Context: an optimization exercise on an open-source flow, tuned for small area, a short achievable clock period and few clock cycles. The choices shown serve that exercise and are no tape-out recipe.
The RTL was checked by simulation tests, not by an equivalence proof against the original design.
Power is estimated from default activity; no workload was simulated.

File: constraint.sdc
create_clock -name core_clock -period 12.0 [get_ports {clk}]
set_input_delay 2.4000 -clock core_clock [delete_from_list [all_inputs] [get_ports {clk}]]
set_output_delay 2.4000 -clock core_clock [all_outputs]
set_load 0.01 [all_outputs]
File: run.sh
#!/bin/bash
# synth_recipe.tcl (not shown) runs the flow's synth.tcl, then flattens the netlist and writes it again
# the make line also repeats each setting of config.mk as NAME=value (left out here)
make -C /OpenROAD-flow-scripts/flow DESIGN_CONFIG=/design/flow/config.mk WORK_HOME=/design/flow/orfs CLKGATE_MAP_FILE= SYNTH_SCRIPT=/design/flow/synth_recipe.tcl finish
File: config.mk
export PLATFORM = sky130hd
export DESIGN_NAME = nearest_neighbour_tour
export DESIGN_NICKNAME = nearest_neighbour_tour
export VERILOG_FILES = /design/flow/design.v
export SDC_FILE = /design/flow/constraint.sdc
export NUM_CORES = 4
export LEC_CHECK = 0
export CAP_MARGIN = 20
export CORE_MARGIN = 2
export CORE_UTILIZATION = 40
export PLACE_DENSITY = 0.6
export SLEW_MARGIN = 20
File: design.v
`timescale 1ns / 1ps
`default_nettype none
package nnt_pkg;
  localparam logic [1:0] CMD_LOAD  = 2'd0;
  localparam logic [1:0] CMD_RUN   = 2'd1;
  localparam logic [1:0] CMD_CLEAR = 2'd2;
  localparam logic [1:0] ST_OK      = 2'd0;
  localparam logic [1:0] ST_EMPTY   = 2'd1;
  localparam logic [1:0] ST_DROPPED = 2'd2;
  localparam logic [30:0] LEN_MAX = 31'h7FFF_FFFF;
  typedef struct packed {
    logic [1:0]         command;
    logic signed [23:0] coord_x;
    logic signed [23:0] coord_y;
  } in_beat_t;
  typedef struct packed {
    logic [5:0]  city_index;
    logic [30:0] tour_length;
    logic        last;
    logic [1:0]  status;
  } out_beat_t;
endpackage
`default_nettype wire
`timescale 1ns / 1ps
`default_nettype none
module nnt_isqrt (
  input  wire logic        clk,
  input  wire logic        rst_n,
  input  wire logic        start,
  input  wire logic [49:0] radicand,
  output logic             done,
  output logic [24:0]      root
);
  logic [49:0] rem_r, rem_nxt;
  logic [49:0] res_r, res_nxt;
  logic [4:0]  step_r, step_nxt;
  logic        busy_r, busy_nxt;
  logic        done_r, done_nxt;
  logic [51:0] trial;
  logic [51:0] bitv;
  always_comb begin
    bitv = 52'd1 << {step_r, 1'b0};
    trial = {2'b00, res_r} + bitv;
    rem_nxt = rem_r;
    res_nxt = res_r;
    step_nxt = step_r;
    busy_nxt = busy_r;
    done_nxt = 1'b0;
    if (start) begin
      rem_nxt = radicand;
      res_nxt = '0;
      step_nxt = 5'd24;
      busy_nxt = 1'b1;
    end else if (busy_r) begin
      if ({2'b00, rem_r} >= trial) begin
        rem_nxt = rem_r - trial[49:0];
        res_nxt = 50'((({2'b00, res_r} >> 1) + bitv));
      end else begin
        res_nxt = res_r >> 1;
      end
      if (step_r == 5'd0) begin
        busy_nxt = 1'b0;
        done_nxt = 1'b1;
      end else begin
        step_nxt = step_r - 5'd1;
      end
    end
  end
  always_ff @(posedge clk) begin
    if (!rst_n) begin
      busy_r <= 1'b0;
      done_r <= 1'b0;
    end else begin
      busy_r <= busy_nxt;
      done_r <= done_nxt;
    end
    rem_r  <= rem_nxt;
    res_r  <= res_nxt;
    step_r <= step_nxt;
  end
  assign done = done_r;
  assign root = res_r[24:0];
endmodule
`default_nettype wire
`timescale 1ns / 1ps
`default_nettype none
module nearest_neighbour_tour #(
  parameter int MAX_CITIES = 64
) (
  input  wire logic              clk,
  input  wire logic              rst_n,
  input  wire logic              in_valid,
  output logic                   in_stall,
  input  wire logic [49:0]       in_data,
  output logic                   out_valid,
  input  wire logic              out_stall,
  output logic [39:0]            out_data
);
  nnt_pkg::in_beat_t in_beat;
  assign in_beat = nnt_pkg::in_beat_t'(in_data);
  localparam int AW = (MAX_CITIES > 1) ? $clog2(MAX_CITIES) : 1;
  localparam int CW = $clog2(MAX_CITIES + 1);
  localparam logic [CW-1:0] CNT_FULL = CW'(MAX_CITIES);
  typedef enum logic [3:0] {
    S_IDLE, S_START, S_RDCUR, S_SCAN, S_PICK, S_SQRT, S_EMIT, S_WAIT
  } state_t;
  logic [47:0] mem [MAX_CITIES];
  logic [47:0] rd_data_r;
  logic [AW-1:0] rd_addr;
  state_t        state_r;
  logic [CW-1:0] count_r;
  logic          dropped_r;
  logic [MAX_CITIES-1:0] visited_r;
  logic [AW-1:0] cur_r;
  logic [30:0]   total_r;
  logic [1:0]    status_r;
  logic [CW-1:0] pos_r;
  logic          closing_r;
  logic signed [23:0] cur_x_r, cur_y_r;
  logic [CW-1:0] scan_r;
  logic [AW-1:0] idx_d1_r, idx_d2_r;
  logic          vld_d1_r, vld_d2_r, rdcur_r;
  logic [AW-1:0] best_r;
  logic [49:0]   best_sq_r;
  logic          found_r;
  logic          ovalid_r;
  nnt_pkg::out_beat_t obeat_r;
  logic          sq_start;
  logic          sq_done;
  logic [24:0]   sq_root;
  logic signed [24:0] dx, dy;
  logic [23:0]   ax, ay;
  logic [49:0]   sum_sq;
  logic [31:0]   tot_sum;
  assign dx = 25'(signed'(rd_data_r[47:24])) - 25'(cur_x_r);
  assign dy = 25'(signed'(rd_data_r[23:0])) - 25'(cur_y_r);
  assign ax = dx[24] ? 24'(-dx) : dx[23:0];
  assign ay = dy[24] ? 24'(-dy) : dy[23:0];
  logic [47:0] sqx_r, sqy_r;
  always_ff @(posedge clk) begin
    sqx_r <= ax * ax;
    sqy_r <= ay * ay;
  end
  assign sum_sq = {2'b00, sqx_r} + {2'b00, sqy_r};
  assign tot_sum = {1'b0, total_r} + {7'd0, sq_root};
  nnt_isqrt u_isqrt (
    .clk      (clk),
    .rst_n    (rst_n),
    .start    (sq_start),
    .radicand (best_sq_r),
    .done     (sq_done),
    .root     (sq_root)
  );
  assign in_stall  = (state_r != S_IDLE) || ovalid_r;
  assign out_valid = ovalid_r;
  assign out_data  = obeat_r;   
  assign sq_start  = (state_r == S_PICK);
  always_comb begin
    if (state_r == S_RDCUR) begin
      rd_addr = cur_r;
    end else begin
      rd_addr = scan_r[AW-1:0];
    end
  end
  always_ff @(posedge clk) begin
    if (state_r == S_IDLE && !ovalid_r && in_valid &&
        in_beat.command == nnt_pkg::CMD_LOAD && count_r < CNT_FULL) begin
      mem[count_r[AW-1:0]] <= {in_beat.coord_x, in_beat.coord_y};
    end
    rd_data_r <= mem[rd_addr];
  end
  always_ff @(posedge clk) begin
    if (!rst_n) begin
      state_r   <= S_IDLE;
      count_r   <= '0;
      dropped_r <= 1'b0;
      visited_r <= '0;
      cur_r     <= '0;
      total_r   <= '0;
      ovalid_r  <= 1'b0;
      vld_d1_r  <= 1'b0;
      vld_d2_r  <= 1'b0;
      rdcur_r   <= 1'b0;
    end else begin
      if (ovalid_r && !out_stall) begin
        ovalid_r <= 1'b0;
      end
      vld_d1_r <= 1'b0;
      vld_d2_r <= vld_d1_r;
      idx_d2_r <= idx_d1_r;
      rdcur_r  <= 1'b0;
      case (state_r)
        S_IDLE: begin
          if (in_valid && !ovalid_r) begin
            case (in_beat.command)
              nnt_pkg::CMD_LOAD: begin
                if (count_r < CNT_FULL) begin
                  count_r <= count_r + 1'b1;
                end else begin
                  dropped_r <= 1'b1;
                end
              end
              nnt_pkg::CMD_CLEAR: begin
                count_r   <= '0;
                dropped_r <= 1'b0;
              end
              nnt_pkg::CMD_RUN: begin
                if (count_r == '0) begin
                  obeat_r.city_index  <= '0;
                  obeat_r.tour_length <= '0;
                  obeat_r.last        <= 1'b1;
                  obeat_r.status      <= nnt_pkg::ST_EMPTY;
                  ovalid_r            <= 1'b1;
                end else begin
                  status_r  <= dropped_r ? nnt_pkg::ST_DROPPED : nnt_pkg::ST_OK;
                  visited_r <= MAX_CITIES'(1);
                  cur_r     <= '0;
                  total_r   <= '0;
                  pos_r     <= CW'(1);
                  closing_r <= 1'b0;
                  state_r   <= S_START;
                end
              end
              default: begin
              end
            endcase
          end
        end
        S_START: begin
          state_r <= S_RDCUR;
        end
        S_RDCUR: begin
          rdcur_r <= 1'b1;
          scan_r  <= '0;
          found_r <= 1'b0;
          state_r <= S_SCAN;
          if (pos_r == count_r) begin
            closing_r <= 1'b1;
          end
        end
        S_SCAN: begin
          if (rdcur_r) begin
            cur_x_r <= signed'(rd_data_r[47:24]);
            cur_y_r <= signed'(rd_data_r[23:0]);
          end
          if (scan_r < (closing_r ? CW'(1) : count_r)) begin
            vld_d1_r <= closing_r || !visited_r[scan_r[AW-1:0]];
            idx_d1_r <= scan_r[AW-1:0];
            scan_r   <= scan_r + 1'b1;
          end else if (!vld_d1_r && !vld_d2_r && !rdcur_r) begin
            state_r <= S_PICK;
          end
          if (vld_d2_r && (!found_r || sum_sq < best_sq_r)) begin
            found_r   <= 1'b1;
            best_r    <= idx_d2_r;
            best_sq_r <= sum_sq;
          end
        end
        S_PICK: begin
          state_r <= S_SQRT;
        end
        S_SQRT: begin
          if (sq_done) begin
            total_r <= tot_sum[31] ? nnt_pkg::LEN_MAX : tot_sum[30:0];
            state_r <= S_EMIT;
          end
        end
        S_EMIT: begin
          if (!ovalid_r) begin
            obeat_r.city_index  <= 6'(cur_r);
            obeat_r.tour_length <= closing_r ? total_r : '0;
            obeat_r.last        <= closing_r;
            obeat_r.status      <= status_r;
            ovalid_r            <= 1'b1;
            if (closing_r) begin
              state_r <= S_WAIT;
            end else begin
              visited_r[best_r] <= 1'b1;
              cur_r   <= best_r;
              pos_r   <= pos_r + 1'b1;
              state_r <= S_START;
            end
          end
        end
        S_WAIT: begin
          state_r <= S_IDLE;
        end
        default: begin
          state_r <= S_IDLE;
        end
      endcase
    end
  end
endmodule
`default_nettype wire
==> notes.md <==
Finished Layout Cells=18,783; ANT nets after route=0; CP Data Arrival Time=12.28 ns; latest clock arrival within the worst-skew pair=0.99 ns; DRT Pass-1 Iters=6; post-route worst setup slack=0.5459 ns; final hold violations=0; most used cell, CP=fa_1; register bit total from synthesis=3,609; Mapped Cells=12,328; I/O pin count=96; Final Slew Violations=0; Ys Warns=2; Synth top area share=0.5455; sequential power share=0.236; synthesized cell area=0.1813 sq mm; combinational share of power=0.583; hpwl dp=297,000 um; PwrDens=308.9 mW/mm^2; post-synthesis sequential area ratio=0.5803; final WL=476,400 um; P&R area growth vs syn=11.51%; Buf/Inv on CP=7; vias in the first global route=105,691; # fillers=39,826; max cap viols=0; Worst Path Max Fanout=13; internal power=0.03598 W; Hold Crit Class=reg2reg; fmax=0.08730 GHz; flip-flop and latch area=0.1052 sq mm; Avg WL per Cell=25.36 um; Worst Setup End Kind=flop; share of cells above drive strength 1=0.1410; Avg Cell Area, Syn=14.71 sq um; CTS Buffer Depth=4; grt ovf=0; routed via count=104,653; crit-path leading delay family=adder cells; Setup TNS Final=0 ns; Synth Area in Adders=0.1372; P_sw=0.02649 W; die width=677.3 um; measured slew at the worst slew-check pin=1.174 ns; Sw Ratio=0.4241; worst slack at placement=0.4268 ns; Post-Syn Nets=13,861; Final setup viols=0; FF-to-FF setup slack=0.55 ns; drt first-iter violations=9,980; Slew HR=0.2092; Slowest-stage cell, CP=fa_1; status=no timing/DRC/antenna violations; via/cell ratio=5.572; slowest cell delay on critical path=0.58 ns; Core ar.=0.4521 sq mm; Final Cell Area=0.2022 sq mm; initial antenna violation count=11; Initial Util=0.4011; worst path required time=12.83 ns; Inst Count DP=18,092; main combinational cell family by area after synthesis=adder cells; RSZ-0062 raised after global routing=no; CTS tree=done; CTS H-tree lvls=5; post-synth top area cell=edfxtp_1; multi-input logic area=0.06998 sq mm; global-route wire length before repair=704,600 um; clock network power share=0.181; Main synth FF type=edfxtp_1; Static Leak=72.19 nW; CTS clk-pin slew, worst paths=0.06 ns; # rows=247; Die ar.=0.4587 sq mm; largest net degree at the start of global routing=119; DRC Markers=0; GP Congestion=0.8748; Synth Area in Compound Gates=0.06486; Post-Synth XOR/XNOR Area=0.01786; Area after DPL=0.1901 sq mm; Clock Tree Root=clkbuf_16; Num CTS Buffers=372; Worst Setup Path Type=reg2reg; # port buffers=95; simple-gate share of the synthesized area=0.06242; Netlist cell types=104; clk sink count=3,609; Critical Path Start Type=flop; Die Span Y=677.3 um; Area contributors post-synth=edfxtp_1 (55%), mux4_2 (9.8%), fa_1 (9.4%); total power=0.06247 W; worst clock skew=0.07297 ns; GRT Util Overall=0.2044; Final #Nets=14,030; Tmin final=11.45 ns; peak supply drop=1137 uV; post-synthesis mux area share=0.09965; EDFF count, synth=3,294; Post-synth ARST share=0; Tcrit/Tclk final=0.9545
[logic make-up after synthesis]
kind of cell / count (synthesis)
DFF: 3609
and+or+nand+nor: 2474
buffers and inverters: 1799
AOI/OAI and AO/OA: 1789
adders and majority gates: 1479
muxes: 818
xor gates and xnor gates: 360
[final timing paths]
| check | cells after the start | from | end |
|---|---|---|---|
| max | 39 | cur_y_r[7]$_DFFE_PP_ | sqy_r[44]$_DFF_P_ |
| min | 0 | idx_d1_r[2]$_DFFE_PP_ | idx_d2_r[2]$_DFFE_PP_ |
| max reg2reg | 39 | cur_y_r[7]$_DFFE_PP_ | sqy_r[44]$_DFF_P_ |
| min reg2reg | 0 | idx_d1_r[2]$_DFFE_PP_ | idx_d2_r[2]$_DFFE_PP_ |
[through the flow]
stage,util,hold slack [ns]
3_3_place_gp,0.4205,0.4011
3_5_place_dp,0.4205,0.4054
2_1_floorplan,-,0.4003
4_1_cts,0.4467,0.3762
6_report,0.4472,0.3900
5_1_grt,0.4472,0.3867
[registers in the layout, indices dropped and copies added, names as in the netlist, 24 cells and up]
name           count
sqx_r             47
best_sq_r         49
sqy_r             47
obeat_r           40
cur_x_r           24
cur_y_r           24
visited_r         64
rd_data_r         48
total_r           31
u_isqrt.res_r     50
mem             3072
u_isqrt.rem_r     50
[worst reg2reg max path, delay by kind of cell, from the launching register on]
kind | cells | cell delay [ns]
DFF | 1 | 0.32
adders and majority gates | 9 | 4.23
xor gates and xnor gates | 1 | 0.16
and+or+nand+nor | 6 | 1.85
buffers and inverters | 7 | 0.55
AOI/OAI and AO/OA | 16 | 4.19
[placed cells by master, fill, tap and decap left out, drive strengths merged, types with 29 or more instances in the layout]
master	Yosys	routed
a311oi	105	105
dfxtp	315	315
a211oi	274	274
nor2b	74	74
clkbuf	390	482
ha	631	631
clkdlybuf4s50	0	47
nor3	68	68
nand2b	68	68
buf	169	307
o21a	41	41
o21ai	246	246
edfxtp	3294	3294
a31oi	168	168
clkinv	4	151
xor2	139	139
nand4	56	56
and3	83	83
inv	1236	1254
a21oi	521	521
and2	232	232
mux4	789	789
or2	29	29
or3	29	29
o21bai	44	44
xnor2	220	220
a21o	163	163
nor2	770	770
fa	848	848
nand3	101	101
nand2	881	881
o31ai	36	36
[cell usage after synthesis (all sizes together), types with 246 or more instances]
library cell,count
mux4,789
nand2,881
edfxtp,3294
a211oi,274
ha,631
o21ai,246
clkbuf,390
inv,1236
nor2,770
a21oi,521
dfxtp,315
fa,848
[power by group through the flow]
stage / clock [W] / sequential, W / combinational, W
5_1_grt: 0.0120 / 0.0147 / 0.0409
2_1_floorplan: 0 / 0.0149 / 0.0260
6_report: 0.0113 / 0.0147 / 0.0364
3_3_place_gp: 0 / 0.0150 / 0.0366
4_1_cts: 0.0115 / 0.0147 / 0.0368
3_5_place_dp: 0 / 0.0150 / 0.0365
[layout make-up]
cell class	count	area share
clock buffer	482	0.04977
inverter	1240	0.02302
multi-input combinational	6920	0.3461
timing repair buffer	354	0.01495
clock inverter	195	0.008731
sequential	3609	0.5204
antenna	7	0.00008663
tap	5976	0.03698
[timing repair]
action | in CTS | in global routing
gates resized for setup | 0 | 3
hold buffers | 0 | 0
setup buffers | 0 | 4
endpoints found under the setup margin | 0 | 6
[layer usage]
metal	part of all wire	global-route usage	vias to the layer above
met3	0.064	0.02571	665
met2	0.49	0.3454	3439
met4	0.028	0.05369	2
li1	-	-	45824
met5	0.000021	0	-
met1	0.42	0.2799	54723
Testbench counts, summed over its fixed seeds: cycles 125,429.

[port drivers added, routing unchanged]
The results above use ideal ports. As a check the final layout listed here was re-extracted and re-timed, cells and wires unchanged. Step 1 assumes that a clkbuf_16 drives the clock port and a buf_2 every other input. Step 2 adds t to the input delays and takes it off the output delays; t is the mean of the earliest and latest rising clock arrival at the registers after step 1. Input paths then give back, and output paths get back, about the clock's delay inside the block. a / b / c = no drivers / after step 1 / after step 2; a / b = the first two.
t, ns: 1.062
setup slack, ns: 0.546 / 0.546 / 0.546
latest minus earliest clock arrival (ns): 0.083 / 0.082
worst register clock-pin slew, ns: 0.07 / 0.07
worst slew at a driven data input, ns: 0.16
After both steps setup and hold are still met in this run. For this run, drivers alone change the setup slack by 0.000 ns; drivers and shift together by 0.000 ns.
